Source: an optimization exercise on an open RTL-to-GDS flow (aim: small area). Production flows keep margins and buffers that such runs may drop. Where RTL was checked, it was by simulation tests only, not by an equivalence proof against the original. Power and IR drop assume default switching activity.

// memwb_stage
module memwb_stage (
  input  logic         clk,
  input  logic         reset,
  input  logic [3:0]   ctrl_MEM,
  input  logic [31:0]  ALU_out_MEM,
  input  logic [31:0]  write_data_MEM,
  input  logic [4:0]   reg_dst_MEM,
  output logic         mem_stall,
  output logic [1:0]   ctrl_WB,
  output logic [31:0]  read_data_WB,
  output logic [31:0]  ALU_out_WB,
  output logic [4:0]   reg_dst_WB,
  output logic         misalign_WB
);
  localparam int NT = 22;   
  logic [31:0] ring [64];
  logic [5:0]  rot;
  logic        b1, b2;
  logic        wb_pend;
  logic [5:0]  wb_addr;
  logic [5:0]  wb_slot;    
  logic [31:0] wb_data;
  logic [1:0]  ctrl_wb_q;
  logic        misalign_wb_q;
  logic [31:0] read_data_wb_q;
  logic [31:0] alu_out_wb_q;
  logic [4:0]  reg_dst_wb_q;
  logic          access, misal, stall, commit, st_commit, byp, drain;
  logic [5:0]    addr;
  logic [NT-1:0] we, wen;
  logic          hsel, bsel, tapok, anyhit;
  logic [NT-1:0] hit, tsel;
  logic [31:0]   wd_pos, wd_neg, rdata;
  logic [NT*32-1:0] port_y;
  genvar pk, pb, b, i;
  always_comb begin
    access    = ctrl_MEM[1] | ctrl_MEM[0];
    misal     = access & (ALU_out_MEM[1:0] != 2'b00);
    stall     = b1 | (~b2 & access);
    commit    = ~stall & ~reset;
    st_commit = commit & ctrl_MEM[0] & ~misal;
    addr      = ALU_out_MEM[7:2];
    byp       = wb_pend & (wb_addr == addr);
    for (int k = 0; k < NT; k++) begin
      we[k]   = (wb_slot == 6'(3 * k)) & wb_pend;
    end
    wen    = ~we;
    drain  = |we;
    anyhit = |hit;
    tapok  = ~byp & ~misal;
    tsel   = hit & {NT{tapok}};
    bsel   = byp & ~misal;
  ...
For scale: roughly 3700 cells after synthesis, about 2200 flip-flops, about 150 I/O pins.
clock: 3.5 ns
lec_check: 0
cap_margin: 10
core_margin: 2
core_utilization: 70
gpl_timing_driven: 0
slew_margin: 10
synth_hierarchical: 1
standard.sh (not shown) runs the stock make flow with config.mk's settings and CLKGATE_MAP_FILE= SYNTH_SCRIPT=/design/flow/synth_recipe.tcl, a recipe that flattens the netlist after the stock synthesis.
==> flow/flow/run.sh <==
#!/bin/bash
# The standard layout, with two changes: ports are buffered with the smallest
# buffer, and clock tree synthesis uses clkbuf_8 clusters under a clkbuf_16 root, without dummy loads.
set -euo pipefail
export BUFFER_PORTS_ARGS="-buffer_cell sky130_fd_sc_hd__buf_1"
export CTS_ARGS="-sink_clustering_enable -repair_clock_nets -buf_list sky130_fd_sc_hd__clkbuf_8 -sink_clustering_size 18 -sink_clustering_max_diameter 50 -dont_use_dummy_load -root_buf sky130_fd_sc_hd__clkbuf_16"
bash standard.sh > standard_flow.log 2>&1
The starting point completed, yet does not pass: negative setup slack.
Rerun with:
==> flow/flow/run.sh (replaced) <==
#!/bin/bash
# The standard layout, with two changes: ports are buffered with the smallest
# buffer, and clock tree synthesis uses clkbuf_8 clusters under a clkbuf_16 root, without dummy loads.
set -euo pipefail
export BUFFER_PORTS_ARGS="-buffer_cell sky130_fd_sc_hd__buf_1"
export CTS_ARGS="-sink_clustering_enable -repair_clock_nets -buf_list sky130_fd_sc_hd__clkbuf_8 -sink_clustering_size 20 -sink_clustering_max_diameter 55 -dont_use_dummy_load -root_buf sky130_fd_sc_hd__clkbuf_16"
bash standard.sh > standard_flow.log 2>&1
CAP_MARGIN = 0   (was 10)
CORE_UTILIZATION = 65   (was 70)
GPL_TIMING_DRIVEN = not set   (was 0)
What happened: This time the run passed the timing, DRC and antenna checks; maximum frequency grows by about 7%; sequential share of layout area grows by 0.18 points; worst setup slack gets better by 230 ps; sequential power barely changes; final area stays flat.
Rerun with:
==> flow/flow/run.sh (replaced) <==
#!/bin/bash
# The standard layout, with two changes: ports are buffered with the smallest
# buffer, and clock tree synthesis uses clkbuf_8 clusters under a clkbuf_16 root, without dummy loads.
set -euo pipefail
export BUFFER_PORTS_ARGS="-buffer_cell sky130_fd_sc_hd__buf_1"
export CTS_ARGS="-sink_clustering_enable -repair_clock_nets -buf_list sky130_fd_sc_hd__clkbuf_8 -sink_clustering_size 20 -sink_clustering_max_diameter 60 -dont_use_dummy_load -root_buf sky130_fd_sc_hd__clkbuf_16"
bash standard.sh > standard_flow.log 2>&1
CAP_MARGIN = 20   (was 0)
CORE_UTILIZATION = 60   (was 65)
CTS_BUF_LIST = sky130_fd_sc_hd__clkbuf_8   (was not set)
CTS_CLUSTER_DIAMETER = 60   (was not set)
CTS_CLUSTER_SIZE = 20   (was not set)
SLEW_MARGIN = 20   (was 10)
What happened: The changed run produced a clean layout. Routed wire length rises by a few percent. Die area went up by a little under a tenth. Global-route usage goes down by 2.2 points. Via count decreases slightly. Core utilization shrinks by 5.8 points.

========
## run A
Another version of the RTL of memwb_stage (not shown whole).
For scale: roughly 3600 cells after synthesis, about 2200 flip-flops, roughly 54000 um2 of cells after synthesis.
clock: 3.5 ns
lec_check: 0
cap_margin: 20
core_margin: 2
core_utilization: 60
gpl_routability_driven: 0
slew_margin: 20
synth_hierarchical: 1
==> flow/flow/run.sh <==
#!/bin/bash
# The standard layout, with two changes: ports are buffered with the smallest
# buffer, and clock tree synthesis uses clkbuf_8 clusters under a clkbuf_16 root, without dummy loads.
set -euo pipefail
export BUFFER_PORTS_ARGS="-buffer_cell sky130_fd_sc_hd__buf_1"
export CTS_ARGS="-sink_clustering_enable -repair_clock_nets -buf_list sky130_fd_sc_hd__clkbuf_8 -sink_clustering_size 20 -sink_clustering_max_diameter 55 -dont_use_dummy_load -root_buf sky130_fd_sc_hd__clkbuf_16"
bash standard.sh > standard_flow.log 2>&1
Relative to run A, the following input files were edited for run B:
- CTS_CLUSTER_SIZE newly set to 20
- CTS_CLUSTER_DIAMETER newly set to 60
- CTS_BUF_LIST newly set to sky130_fd_sc_hd__clkbuf_8
- GPL_ROUTABILITY_DRIVEN removed (was 0)
diff --git a/flow/flow/run.sh b/flow/flow/run.sh
--- a/flow/flow/run.sh
+++ b/flow/flow/run.sh
@@ -2,2 +2,5 @@
-# The standard layout, with two changes: ports are buffered with the smallest
-# buffer, and clock tree synthesis uses clkbuf_8 clusters under a clkbuf_16 root, without dummy loads.
+# The standard layout, with three changes: ports are buffered with the
+# smallest buffer; the buffers that timing-driven global placement adds while
+# the placement is still rough are not kept (the later repair steps buffer and
+# size from the final placement); and clock tree synthesis uses clkbuf_8
+# clusters under a clkbuf_16 root, without dummy loads.
@@ -5,0 +9 @@
+export GPL_KEEP_OVERFLOW=0
Results
- Run B had finished all stages when the layout checks came back failing, citing negative setup slack.
- Run B — fill cell total of the finished layout 188 lower, run A as reference
- As far as clock distribution area overhead in the final layout is concerned, run A and run B perform about the same.
- The first element of the critical path comes out rot[1] in one run and rot[3] in the other, namely in run B and run A respectively.
- | maximum cell stage delay along the critical path | run A vs run B | ≈ equal |
- The sequential portion of the cell area on run B is in line with that on run A.
- [compare] base=run A new=run B: final routed wirelength across all metal layers grew by about 3%, worst hold slack went up by 17 ps, clock-pin slew on the worst setup and hold paths stayed essentially flat, synthesized cell count level.
- Fraction of power spent switching nets delta (run B -> run A): insignificant
- Run B can be clocked slower than run A.
## Diff of input files: run C against run B
==> flow/flow/run.sh <==
#!/bin/bash
# The standard layout, with two changes: ports are buffered with the smallest
# buffer, and clock tree synthesis uses clkbuf_8 clusters under a clkbuf_16 root, without dummy loads.
set -euo pipefail
export BUFFER_PORTS_ARGS="-buffer_cell sky130_fd_sc_hd__buf_1"
export CTS_ARGS="-sink_clustering_enable -repair_clock_nets -buf_list sky130_fd_sc_hd__clkbuf_8 -sink_clustering_size 20 -sink_clustering_max_diameter 60 -dont_use_dummy_load -root_buf sky130_fd_sc_hd__clkbuf_16"
bash standard.sh > standard_flow.log 2>&1
Findings:
Summary of run C and run B: one run falls short of a clean finish, namely run B.
Run B completed end to end; final checks failed (negative setup slack).
When run C is measured against run B, its number of inserted diodes turns out 1 higher.
Going from run B to run C, the via count was found to have gone down by 0.77%.
| met1 wire length | higher: run C |
Between run C and run B, total power consumption of the routed design is lower for run C, run B comes in above that.
There was hardly any difference in final design utilization between run C and run B.
Taking run B as the reference point, the final cell count of run C rises by 1.5%.
Sort run C and run B by total placed instance area, ascending, and run B comes first.
Cell area essentially unchanged between run B and run C.
No functional check of the RTL was part of any run of this note.

## port drivers added, routing unchanged
The flow's constraints put no driver on any port. The routed layouts listed below were extracted and timed again, unchanged, in two steps. Step 1 (the two cells are an assumption about what drives the block):
set clk [get_ports {clk}]
set_driving_cell -lib_cell sky130_fd_sc_hd__clkbuf_16 $clk
set_driving_cell -lib_cell sky130_fd_sc_hd__buf_2 [delete_from_list [all_inputs] $clk]
Step 2, shift: input delay + t, output delay - t, t = (earliest + latest rising clock arrival at the registers) / 2. This alone moves slack from input paths to output paths. Slacks: no drivers / after step 1 / after step 2; pairs: no drivers / after step 1.
run	shift t [ns]	setup WS [ns]	hold WS [ns]	worst register clock-pin slew, ns	worst slew at a driven data input, ns	pins driven straight from the clock port
the first run of note 1	0.756	-0.043 / -0.043 / -0.630	0.047 / 0.002 / 0.291	0.11 / 0.11	0.04	1
the second run of note 1	0.758	0.182 / 0.182 / -0.330	0.049 / 0.002 / 0.280	0.12 / 0.12	0.05	1
the third run of note 1	0.768	0.253 / 0.253 / -0.306	0.063 / 0.020 / 0.273	0.12 / 0.12	0.04	1
run A	0.773	0.215 / 0.215 / -0.381	0.047 / -0.002 / 0.274	0.12 / 0.12	0.05	1
run B	0.762	-0.052 / -0.052 / -0.676	0.064 / 0.018 / 0.286	0.12 / 0.12	0.04	1
run C	0.737	0.160 / 0.160 / -0.250	0.058 / 0.017 / 0.279	0.12 / 0.12	0.05	1
With both steps, setup timing fails in the second run of note 1, the third run of note 1, run A and run C, where it was met with ideal ports. For run B, which loses most, drivers alone change the setup slack by 0.000 ns; drivers and shift together by -0.624 ns.
